From an optimization exercise on the open Yosys and OpenROAD flow, aimed at small area, a short achievable clock period and few clock cycles; shortcuts taken in it are not production practice. The RTL was checked by simulation tests, not by an equivalence proof against the original design.

==> inputs of ember <==
==> flow/design.v (excerpt) <==
module two_rate_three_color_meter_core (
  input  logic                                clk,
  input  logic                                rst,
  input  logic                                cfg_we,
  input  logic [trtcm_pkg::CfgIdxW-1:0]       cfg_index,
  input  logic [trtcm_pkg::WordW-1:0]         cfg_data,
  input  logic                                s_tvalid,
  output logic                                s_tready,
  input  logic [trtcm_pkg::InDataW-1:0]       s_tdata,   
  output logic                                m_tvalid,
  input  logic                                m_tready,
  output logic [trtcm_pkg::OutDataW-1:0]      m_tdata    
);
Settings: LEC_CHECK=0, CAP_MARGIN=20, CORE_MARGIN=2, CORE_UTILIZATION=40, CTS_CLUSTER_DIAMETER=100, CTS_CLUSTER_SIZE=20, SLEW_MARGIN=20, SETUP_SLACK_MARGIN=5.6; clock period 11.0 ns.
standard.sh (not shown) runs the stock make flow with config.mk's settings and CLKGATE_MAP_FILE= SYNTH_SCRIPT=/design/flow/synth_recipe.tcl, a recipe that flattens the netlist after the stock synthesis.
==> flow/flow/run.sh <==
#!/bin/bash
# Own layout flow: the standard layout (standard.sh, unchanged synthesis,
# floorplan, placement, CTS, routing) with a larger setup margin for
# repair_timing, so the resizer aims for a shorter clock period than the 11 ns
# constraint asks for. The SDC, clock period and I/O constraints are the standard flow's.
# Each tool's output goes to a log file in the work folder: make's to
# flow_make.log, and ORFS keeps each step's log under orfs/logs/.
set -euo pipefail
cd "$(dirname "$0")/.."
cat flow/margin.mk >> config.mk
bash standard.sh > flow_make.log 2>&1
==> flow/flow/margin.mk <==
export SETUP_SLACK_MARGIN = 5.6
==> violet: changes against ember <==
--- a/flow/design.v
+++ b/flow/design.v
@@ -41,11 +41,11 @@
     logic out_free;
   } status_t;
 endpackage
 `timescale 1ns / 1ps
 module trtcm_div #(
-  parameter int FW = 16             
+  parameter int FW = 15             
 ) (
   input  logic                 clk,
   input  logic                 rst,
   input  logic                 start,      
   input  logic                 zmode,      
==> flow/flow/margin.mk (replaced) <==
export SETUP_SLACK_MARGIN = 5.8
SETUP_SLACK_MARGIN = 5.8   (was 5.6)
==> garnet: changes against ember <==
--- a/flow/design.v
+++ b/flow/design.v
@@ -82,32 +82,19 @@
     else     ld <= (bst == B_GROW && lvl == '0 && ld_ok) ||
                    (bst == B_LD && lvl != '0);
   end
   assign dl = ld ? {{(FW-2){1'b0}}, dv[W-1:W-2]} : delta[FW-1:0];
   assign rl = ld ? {rem[FW-3:0], 2'b00} : rem[FW-1:0];
-  function automatic logic [FW+1:0] dr_minus(input logic [FW-1:0] d,
-                                             input logic [FW-1:0] r,
-                                             input logic [FW+1:0] c);
-    logic [FW+1:0] x, y, nc, sm, k;
-    logic [FW+2:0] t;
-    x  = {2'b0, d};
-    y  = {2'b0, r};
-    nc = ~c;
-    sm = x ^ y ^ nc;
-    k  = {((x[FW:0] & y[FW:0]) | (x[FW:0] & nc[FW:0]) | (y[FW:0] & nc[FW:0])), 1'b0};
-    t  = {sm, 1'b1} + {k, 1'b1};
-    dr_minus = t[FW+2:1];
-  endfunction
   assign fe = {1'b0, dl} + {1'b0, rl};
-  assign a0 = dr_minus(dl, rl, {2'b0, period[FW-1:0]});
-  assign a1 = dr_minus(dl, rl, {1'b0, period[FW-1:0], 1'b0});
-  assign a2 = dr_minus(dl, rl, {period[FW-1:0], 2'b0});
-  assign a3 = dr_minus(dl, rl, {period[FW-2:0], 3'b0});
-  assign a4 = dr_minus(dl, rl, {period[FW-3:0], 4'b0});
-  assign b1 = dr_minus(dl, rl, {2'b0, pp3});
-  assign b2 = dr_minus(dl, rl, {1'b0, pp3, 1'b0});
-  assign b3 = dr_minus(dl, rl, {pp3, 2'b0});
+  assign a0 = {1'b0, fe} - {2'b0, period[FW-1:0]};
+  assign a1 = {1'b0, fe} - {1'b0, period[FW-1:0], 1'b0};
+  assign a2 = {1'b0, fe} - {period[FW-1:0], 2'b0};
+  assign a3 = {1'b0, fe} - {period[FW-2:0], 3'b0};
+  assign a4 = {1'b0, fe} - {period[FW-3:0], 4'b0};
+  assign b1 = {1'b0, fe} - {2'b0, pp3};
+  assign b2 = {1'b0, fe} - {1'b0, pp3, 1'b0};
+  assign b3 = {1'b0, fe} - {pp3, 2'b0};
   assign ge0 = ~a0[FW+1];
   assign ge1 = ~a1[FW+1];
   assign ge2 = ~a2[FW+1];
   assign ge3 = ~a3[FW+1];
   assign ge4 = ~a4[FW+1];
@@ -115,15 +102,18 @@
   assign gb2 = ~b2[FW+1];
   assign gb3 = ~b3[FW+1];
   assign fast = (delta[W-1:FW] == '0) && (rem[W-1:FW] == '0) &&
                 (period[W-1:FW-3] == '0) && !ge4 && !zmode;
   logic [W:0]   dsub;
-  logic         fits;
+  logic         fits, fits4;
   logic [W:0]   hsum;
   logic [W-1:0] ha, hb;
+  logic         ge_dv4;
   trtcm_add #(.N(W)) u_dsub (.a(rem), .b(~dv), .ci(1'b1), .s(dsub[W-1:0]), .co(fits));
   assign dsub[W] = ~fits;
+  trtcm_add #(.N(W)) u_dv4 (.a(rem), .b(~{dv[W-5:0], 4'b0}), .ci(1'b1), .s(), .co(ge_dv4));
+  assign fits4 = (dv[W-1:W-4] == '0) && ge_dv4;
   always_comb begin
     if (bst == B_DONE) begin
       ha = {rate[W-2:0], 1'b0};
       hb = rate;
     end else if (bst == B_ADD) begin
@@ -190,10 +180,13 @@
               lvl <= 6'd23;
             end else begin
               dv  <= rem;
               lvl <= 6'd31;
             end
+          end else if (fits4) begin
+            dv  <= {dv[W-5:0], 4'b0};
+            lvl <= lvl + 6'd4;
           end else if (fits) begin
             if (dv[W-1]) begin
               bst <= B_DIV;
             end else begin
               dv  <= {dv[W-2:0], 1'b0};
==> flow/run.sh (new file) <==
#!/bin/bash
# synth_recipe.tcl (not shown) runs the flow's synth.tcl, then flattens the netlist and writes it again
# the make line also repeats each setting of config.mk as NAME=value (left out here)
make -C /OpenROAD-flow-scripts/flow DESIGN_CONFIG=/design/flow/config.mk WORK_HOME=/design/flow/orfs CLKGATE_MAP_FILE= SYNTH_SCRIPT=/design/flow/synth_recipe.tcl finish
CTS_CLUSTER_DIAMETER = default   (was 100)
CTS_CLUSTER_SIZE = default   (was 20)
SETUP_SLACK_MARGIN = 5   (was 5.6)
removed: flow/flow/run.sh
removed: flow/flow/margin.mk
removed: flow/standard.sh
==> comparison table <==
| item | ember | garnet | violet |
|---|---|---|---|
| Status | no timing/DRC/antenna violations | no timing/DRC/antenna violations | no timing/DRC/antenna violations |
| Area share of the largest cell type after synthesis | 22.9% | 22.9% | 22.9% |
| Compound-cell area share of the yosys netlist | 19.9% | 22.4% | 19.2% |
| Endpoint required time on the critical path | 11610 ps | 11730 ps | 11700 ps |
| Clock Skew | 69.4 ps | 81.0 ps | 68.1 ps |
| End-of-flow core utilization | 44.6% | 45.5% | 45.3% |
| Worst setup endpoint | u_peak.dv[10] | u_peak.rem[14] | tq_p[62] |
| Vias per inst | 5.97 | 6.13 | 6.05 |
| Number of setup buffers added after CTS | 52 | 40 | 114 |
| Core Area | 282000 sq um | 282000 sq um | 282000 sq um |
| Net Sw Frac | 52.4% | 50.8% | 52.5% |
| Mux share of post-synthesis cell area | 4.58% | 4.36% | 4.72% |
| Final antenna diode count | 33 | 16 | 107 |
| Vias in the first global route | 92400 | 97400 | 92600 |
| Buffers from clock root to sink, at most | 3 | 4 | 3 |
| Buffering overhead | 4.09% | 4.17% | 4.99% |
| Synthesis-to-layout area growth | 11.1% | 13.2% | 13.0% |
| Number of clock buffers in the layout | 125 | 183 | 124 |
| Met1 Usage GRT | 39.5% | 42.7% | 43.8% |
| Most used routing layer in global routing | met2 | met2 | met1 |
| Register Area | 33500 sq um | 33500 sq um | 33500 sq um |
| DP HPWL | 332000 microns | 351000 microns | 331000 microns |
Testbench counts of ember, summed over its fixed seeds: cycles 2,629.
Testbench counts of violet, summed over its fixed seeds: cycles 2,629.
Testbench counts of garnet, summed over its fixed seeds: cycles 2,629.

## separate check: timing with driven ports
Ports are ideal in the flow. The routed layouts listed here were re-timed in OpenROAD.
Step 1 assumes that a clkbuf_16 drives the clock port and a buf_2 every other input.
Step 2 also shifts input and output timing later by t, the mid clock arrival at the registers, as if the neighbouring blocks saw the same clock.
Slacks: ideal / step 1 / step 2; pairs: ideal / step 1.
run	shift t [ns]	setup slack, ns	worst setup path after step 2	cell pins on the clock port's net
ember	0.883	5.634 / 5.634 / 5.421	input to register	1
violet	0.875	5.832 / 5.766 / 5.718	input to register	1
garnet	0.978	5.023 / 4.989 / 5.023	register to register	1
After both steps setup and hold are still met in every run listed. The setup slack of ember, which loses most, moves by 0.000 ns with the drivers and by -0.213 ns with both steps.
